This design comes from an exercise in tuning for small area on the open sky130 flow, not from production work. Function was checked by simulation only, so behaviour that the tests miss may differ from the original. No activity file was given, so power comes from the tool's default toggle rates.

Setup of before:
==> flow/design.v <==
module regfile_scoreboard #(
  parameter int DATA_W   = 32,
  parameter int ADDR_W   = 5,
  parameter int ZERO_REG = 1,
  parameter int BYPASS   = 1
) (
  input  logic              clk,
  input  logic              reset,
  input  logic [ADDR_W-1:0] rd_addr1,
  output logic [DATA_W-1:0] rd_data1,
  output logic              rd_busy1,
  input  logic [ADDR_W-1:0] rd_addr2,
  output logic [DATA_W-1:0] rd_data2,
  output logic              rd_busy2,
  input  logic              wr_en,
  input  logic [ADDR_W-1:0] wr_addr,
  input  logic [DATA_W-1:0] wr_data,
  input  logic              rsv_en,
  input  logic [ADDR_W-1:0] rsv_addr,
  input  logic              flush,
  output logic [ADDR_W:0]   busy_cnt
);
  logic [31:1][DATA_W-1:0] regs_q, regs_d;
  logic [31:1]             valid_q, valid_d;
  logic [31:1]             busy_q, busy_d;
  logic [5:0]              cnt_q;
  logic [31:1] wdec, wdec_n, rdec;
  logic [31:1] d1, d2, s1, s2;
  logic        wr_ok, rsv_ok, wr_go, hit1, hit2, wr_rsv;
  logic        clr, rsv_busy, set, bm1, bm2, bymask;
  assign wr_ok  = wr_en  && (wr_addr  != '0);
  assign rsv_ok = rsv_en && (rsv_addr != '0);
  assign wr_go = wr_en && !reset;
  regfile_scoreboard_dec u_wdec (.a(wr_addr),  .en(wr_go),  .y(wdec), .yn(wdec_n));
  regfile_scoreboard_dec1 u_rdec (.a(rsv_addr), .en(rsv_en), .y(rdec));
  for (genvar i = 1; i < 32; i++) begin : g_reg
    for (genvar b = 0; b < DATA_W; b++) begin : g_bit
      regfile_scoreboard_hold u_h (.q(regs_q[i][b]), .d(wr_data[b]), .w(wdec[i]), .wn(wdec_n[i]),
                                   .y(regs_d[i][b]));
    end
    regfile_scoreboard_or2 u_v (.a(valid_q[i]), .b(wdec[i]), .y(valid_d[i]));
    regfile_scoreboard_busy u_b (.q(busy_q[i]), .wn(wdec_n[i]), .r(rdec[i]), .f(flush), .y(busy_d[i]));
  end
  always_ff @(posedge clk) begin
    regs_q <= regs_d;
  end
  always_ff @(posedge clk or posedge reset) begin
    if (reset) begin
      valid_q <= '0;
      busy_q  <= '0;
    end else begin
      valid_q <= valid_d;
      busy_q  <= busy_d;
    end
  end
  assign wr_rsv = wr_ok && (wr_addr == rsv_addr);
  regfile_scoreboard_sel31 u_clr (.sel(wdec), .d(busy_q), .y(clr));
  regfile_scoreboard_sel31 u_rsb (.sel(rdec), .d(busy_q), .y(rsv_busy));
  assign set = rsv_ok && !(rsv_busy && !wr_rsv);
  always_ff @(posedge clk or posedge reset) begin
    if (reset)            cnt_q <= '0;
    else if (flush)       cnt_q <= '0;
    else if (set && !clr) cnt_q <= cnt_q + 1'b1;
    else if (clr && !set) cnt_q <= cnt_q - 1'b1;
  end
  assign busy_cnt = cnt_q;
  regfile_scoreboard_rdsel u_rs1 (.a(rd_addr1), .valid(valid_d), .d(d1), .s(s1));
  regfile_scoreboard_rdsel u_rs2 (.a(rd_addr2), .valid(valid_d), .d(d2), .s(s2));
  for (genvar b = 0; b < DATA_W; b++) begin : g_rd
    logic [31:1] col;
    for (genvar i = 1; i < 32; i++) begin : g_col
      assign col[i] = regs_d[i][b];
    end
    regfile_scoreboard_sel31 u_p1 (.sel(s1), .d(col), .y(rd_data1[b]));
    regfile_scoreboard_sel31 u_p2 (.sel(s2), .d(col), .y(rd_data2[b]));
  end
  regfile_scoreboard_sel31 u_b1 (.sel(d1), .d(busy_q), .y(bm1));
  regfile_scoreboard_sel31 u_b2 (.sel(d2), .d(busy_q), .y(bm2));
  assign hit1     = wr_ok && (wr_addr == rd_addr1);
  assign hit2     = wr_ok && (wr_addr == rd_addr2);
  assign bymask   = !(rsv_en && wr_rsv);
  assign rd_busy1 = bm1 && !(hit1 && bymask);
  assign rd_busy2 = bm2 && !(hit2 && bymask);
endmodule
module regfile_scoreboard_pre (
  input  logic [4:0] a,
  input  logic       en,
  output logic [7:0] hn,
  output logic [3:0] ln
);
  always_comb begin
    for (int j = 0; j < 8; j++) hn[j] = !(en && a[4:2] == 3'(j));
    for (int k = 0; k < 4; k++) ln[k] = !(a[1:0] == 2'(k));
  end
endmodule
module regfile_scoreboard_pre0 (
  input  logic [4:0] a,
  output logic [7:0] hn,
  output logic [3:0] ln
);
  always_comb begin
    for (int j = 0; j < 8; j++) hn[j] = !(a[4:2] == 3'(j));
    for (int k = 0; k < 4; k++) ln[k] = !(a[1:0] == 2'(k));
  end
endmodule
module regfile_scoreboard_dec (
  input  logic [4:0]  a,
  input  logic        en,
  output logic [31:1] y,
  output logic [31:1] yn
);
  logic [7:0] hn;
  logic [3:0] ln;
  regfile_scoreboard_pre u_pre (.a(a), .en(en), .hn(hn), .ln(ln));
  for (genvar i = 1; i < 32; i++) begin : g_line
    logic p;
    regfile_scoreboard_nor2 u_p (.a(hn[i/4]), .b(ln[i%4]), .y(p));
    regfile_scoreboard_inv  u_n (.a(p), .y(yn[i]));
    regfile_scoreboard_inv  u_y (.a(yn[i]), .y(y[i]));
  end
endmodule
module regfile_scoreboard_dec1 (
  input  logic [4:0]  a,
  input  logic        en,
  output logic [31:1] y
);
  logic [7:0] hn;
  logic [3:0] ln;
  regfile_scoreboard_pre u_pre (.a(a), .en(en), .hn(hn), .ln(ln));
  for (genvar i = 1; i < 32; i++) begin : g_line
    regfile_scoreboard_nor2 u_y (.a(hn[i/4]), .b(ln[i%4]), .y(y[i]));
  end
endmodule
module regfile_scoreboard_rdsel (
  input  logic [4:0]  a,
  input  logic [31:1] valid,
  output logic [31:1] d,
  output logic [31:1] s
);
  logic [7:0] hn;
  logic [3:0] ln;
  regfile_scoreboard_pre0 u_pre (.a(a), .hn(hn), .ln(ln));
  for (genvar i = 1; i < 32; i++) begin : g_line
    regfile_scoreboard_nor2 u_d (.a(hn[i/4]), .b(ln[i%4]), .y(d[i]));
    regfile_scoreboard_and2 u_s (.a(d[i]), .b(valid[i]), .y(s[i]));
  end
endmodule
module regfile_scoreboard_sel31 (
  input  logic [31:1] sel,
  input  logic [31:1] d,
  output logic        y
);
  logic [10:0] n;
  for (genvar g = 0; g < 10; g++) begin : g_grp
    regfile_scoreboard_aoi3 u (.s(sel[3*g+1+:3]), .d(d[3*g+1+:3]), .y(n[g]));
  end
  regfile_scoreboard_nand2 u_n31 (.a(sel[31]), .b(d[31]), .y(n[10]));
  assign y = ~&n;
endmodule
module regfile_scoreboard_hold (
  input  logic q,
  input  logic d,
  input  logic w,
  input  logic wn,
  output logic y
);
  assign y = (q & wn) | (d & w);
endmodule
module regfile_scoreboard_busy (
  input  logic q,
  input  logic wn,
  input  logic r,
  input  logic f,
  output logic y
);
  assign y = !f && ((q && wn) || r);
endmodule
module regfile_scoreboard_aoi3 (
  input  logic [2:0] s,
  input  logic [2:0] d,
  output logic       y
);
  assign y = ~((s[0] & d[0]) | (s[1] & d[1]) | (s[2] & d[2]));
endmodule
module regfile_scoreboard_aoi21 (
  input  logic a1,
  input  logic a2,
  input  logic b,
  output logic y
);
  assign y = ~((a1 & a2) | b);
endmodule
module regfile_scoreboard_nand2 (
  input  logic a,
  input  logic b,
  output logic y
);
  assign y = ~(a & b);
endmodule
module regfile_scoreboard_nor2 (
  input  logic a,
  input  logic b,
  output logic y
);
  assign y = ~(a | b);
endmodule
module regfile_scoreboard_and2 (
  input  logic a,
  input  logic b,
  output logic y
);
  assign y = a & b;
endmodule
module regfile_scoreboard_or2 (
  input  logic a,
  input  logic b,
  output logic y
);
  assign y = a | b;
endmodule
module regfile_scoreboard_inv (
  input  logic a,
  output logic y
);
  assign y = ~a;
endmodule
Settings: LEC_CHECK=0, CAP_MARGIN=10, CORE_MARGIN=2, CORE_UTILIZATION=40, SLEW_MARGIN=10, SYNTH_HIERARCHICAL=1; clock period 8.0 ns.
standard.sh (not shown) runs the stock make flow with config.mk's settings and CLKGATE_MAP_FILE= SYNTH_SCRIPT=/design/flow/synth_recipe.tcl, a recipe that flattens the netlist after the stock synthesis.
==> flow/flow/run.sh <==
#!/bin/bash
# The standard layout (the standard.sh, unchanged synthesis) with two
# changes to how the layout is made, both to cut cell area:
#  - ports are buffered with buf_1 instead of the resizer's default buffer;
#  - the clock tree uses clkbuf_8 with sinks clustered up to 16 within 70 um,
#    and no dummy loads.
# Every tool's full output is in standard.log and the ORFS logs under orfs/logs.
set -euo pipefail
export BUFFER_PORTS_ARGS="-buffer_cell sky130_fd_sc_hd__buf_1"
export CTS_ARGS="-sink_clustering_enable -repair_clock_nets -sink_clustering_size 16 -sink_clustering_max_diameter 70 -buf_list {sky130_fd_sc_hd__clkbuf_8} -dont_use_dummy_load"
bash standard.sh "BUFFER_PORTS_ARGS=$BUFFER_PORTS_ARGS" "CTS_ARGS=$CTS_ARGS" finish > standard.log 2>&1
before: all stages complete, timing, DRC and antenna checks passed
[inputs] after vs before
==> flow/design.v, changed modules only <==
module regfile_scoreboard #(
  parameter int DATA_W   = 32,
  parameter int ADDR_W   = 5,
  parameter int ZERO_REG = 1,
  parameter int BYPASS   = 1
) (
  input  logic              clk,
  input  logic              reset,
  input  logic [ADDR_W-1:0] rd_addr1,
  output logic [DATA_W-1:0] rd_data1,
  output logic              rd_busy1,
  input  logic [ADDR_W-1:0] rd_addr2,
  output logic [DATA_W-1:0] rd_data2,
  output logic              rd_busy2,
  input  logic              wr_en,
  input  logic [ADDR_W-1:0] wr_addr,
  input  logic [DATA_W-1:0] wr_data,
  input  logic              rsv_en,
  input  logic [ADDR_W-1:0] rsv_addr,
  input  logic              flush,
  output logic [ADDR_W:0]   busy_cnt
);
  logic [31:1][DATA_W-1:0] regs_q, regs_d;
  logic [31:1]             valid_q, valid_d;
  logic [31:1]             busy_q, busy_d;
  logic [5:0]              cnt_q;
  logic [31:1] wdec, wdec_n, rdec;
  logic [31:1] d1, d2, s1, s2;
  logic        wr_ok, rsv_ok, hit1, hit2, by1, by2, wr_rsv;
  logic        clr, rsv_busy, set, bm1, bm2, bymask;
  assign wr_ok  = wr_en  && (wr_addr  != '0);
  assign rsv_ok = rsv_en && (rsv_addr != '0);
  regfile_scoreboard_dec u_wdec (.a(wr_addr),  .en(wr_en),  .y(wdec), .yn(wdec_n));
  regfile_scoreboard_dec1 u_rdec (.a(rsv_addr), .en(rsv_en), .y(rdec));
  for (genvar i = 1; i < 32; i++) begin : g_reg
    for (genvar b = 0; b < DATA_W; b++) begin : g_bit
      regfile_scoreboard_hold u_h (.q(regs_q[i][b]), .d(wr_data[b]), .w(wdec[i]), .wn(wdec_n[i]),
                                   .y(regs_d[i][b]));
    end
    regfile_scoreboard_or2 u_v (.a(valid_q[i]), .b(wdec[i]), .y(valid_d[i]));
    regfile_scoreboard_busy u_b (.q(busy_q[i]), .wn(wdec_n[i]), .r(rdec[i]), .f(flush), .y(busy_d[i]));
  end
  always_ff @(posedge clk) begin
    regs_q <= regs_d;
  end
  always_ff @(posedge clk or posedge reset) begin
    if (reset) begin
      valid_q <= '0;
      busy_q  <= '0;
    end else begin
      valid_q <= valid_d;
      busy_q  <= busy_d;
    end
  end
  assign wr_rsv = wr_ok && (wr_addr == rsv_addr);
  regfile_scoreboard_sel31 u_clr (.sel(wdec), .d(busy_q), .y(clr));
  regfile_scoreboard_sel31 u_rsb (.sel(rdec), .d(busy_q), .y(rsv_busy));
  assign set = rsv_ok && !(rsv_busy && !wr_rsv);
  always_ff @(posedge clk or posedge reset) begin
    if (reset)            cnt_q <= '0;
    else if (flush)       cnt_q <= '0;
    else if (set && !clr) cnt_q <= cnt_q + 1'b1;
    else if (clr && !set) cnt_q <= cnt_q - 1'b1;
  end
  assign busy_cnt = cnt_q;
  assign hit1 = wr_ok && (wr_addr == rd_addr1);
  assign hit2 = wr_ok && (wr_addr == rd_addr2);
  assign by1  = hit1 && !reset;
  assign by2  = hit2 && !reset;
  regfile_scoreboard_rdsel u_rs1 (.a(rd_addr1), .valid(valid_q), .wn(wdec_n), .d(d1), .s(s1));
  regfile_scoreboard_rdsel u_rs2 (.a(rd_addr2), .valid(valid_q), .wn(wdec_n), .d(d2), .s(s2));
  for (genvar b = 0; b < DATA_W; b++) begin : g_rd
    logic [31:0] col;
    for (genvar i = 1; i < 32; i++) begin : g_col
      assign col[i] = regs_q[i][b];
    end
    assign col[0] = wr_data[b];
    regfile_scoreboard_sel u_p1 (.sel({s1, by1}), .d(col), .y(rd_data1[b]));
    regfile_scoreboard_sel u_p2 (.sel({s2, by2}), .d(col), .y(rd_data2[b]));
  end
  regfile_scoreboard_sel31 u_b1 (.sel(d1), .d(busy_q), .y(bm1));
  regfile_scoreboard_sel31 u_b2 (.sel(d2), .d(busy_q), .y(bm2));
  assign bymask   = !(rsv_en && wr_rsv);
  assign rd_busy1 = bm1 && !(hit1 && bymask);
  assign rd_busy2 = bm2 && !(hit2 && bymask);
endmodule
module regfile_scoreboard_rdsel (
  input  logic [4:0]  a,
  input  logic [31:1] valid,
  input  logic [31:1] wn,
  output logic [31:1] d,
  output logic [31:1] s
);
  logic [7:0] hn;
  logic [3:0] ln;
  regfile_scoreboard_pre0 u_pre (.a(a), .hn(hn), .ln(ln));
  for (genvar i = 1; i < 32; i++) begin : g_line
    regfile_scoreboard_nor2 u_d (.a(hn[i/4]), .b(ln[i%4]), .y(d[i]));
    regfile_scoreboard_and3 u_s (.a(d[i]), .b(valid[i]), .c(wn[i]), .y(s[i]));
  end
endmodule
module regfile_scoreboard_sel (
  input  logic [31:0] sel,
  input  logic [31:0] d,
  output logic        y
);
  logic [11:0] n;
  for (genvar g = 0; g < 10; g++) begin : g_grp
    regfile_scoreboard_aoi3 u (.s(sel[3*g+:3]), .d(d[3*g+:3]), .y(n[g]));
  end
  regfile_scoreboard_nand2 u_n30 (.a(sel[30]), .b(d[30]), .y(n[10]));
  regfile_scoreboard_nand2 u_n31 (.a(sel[31]), .b(d[31]), .y(n[11]));
  assign y = ~&n;
endmodule
module regfile_scoreboard_and3 (
  input  logic a,
  input  logic b,
  input  logic c,
  output logic y
);
  assign y = a & b & c;
endmodule
Findings:
- Per the comparison of after with before, clock-cell share of area flat; clock tree buffer count of the final layout up about 1.3%; net switching share of the total power up 1.5 points; tapcell count up 12.
- Between after and before, the xor/xnor cell area share of the yosys netlist figures differ only marginally.
- The total power after layout in after was higher than what before gave.
- Between after and before, portion of total power attributed to combinational logic is lower for after, before comes in above that.
- Between after and before, share of the final layout cell area in multi-input gates is higher for after, before comes in under that.
- Of after and before, before shows the higher pin count of the biggest net entering global routing, with after below it.
- On cell area after layout, after does worse than before.
- Looking at site row count, after sits 1 higher than before does.
- Beginning of the critical path = wr_en: before; beginning of the critical path = wr_addr[4]: after
- Comparing after and before, final worst setup slack is lower on before.
- before → after: highest clock frequency the design can meet grew by about 7%, sequential cell area share shrank by 0.28 points.

==> separate check: timing with driven ports <==
Ports are ideal in the flow. The routed layouts listed here were re-timed in OpenROAD.
Step 1 assumes that a clkbuf_16 drives the clock port and a buf_2 every other input.
Step 2 times the ports against the registers' clock, not the clock port: input delays grow and output delays shrink by t, the midpoint of the rising clock arrivals with the driver on.
a / b / c = ideal / step 1 / step 2; a / b = the first two.
run	shift t [ns]	setup WS [ns]	clock arrival spread, ns	worst register clock-pin slew, ns
before	0.794	0.366 / 0.344 / 0.344	0.101 / 0.101	0.11 / 0.11
after	0.795	0.857 / 0.832 / 0.832	0.133 / 0.133	0.12 / 0.12
After both steps setup and hold are still met in every run listed. For after, which loses most, drivers alone change the setup slack by -0.025 ns; drivers and shift together by -0.025 ns.
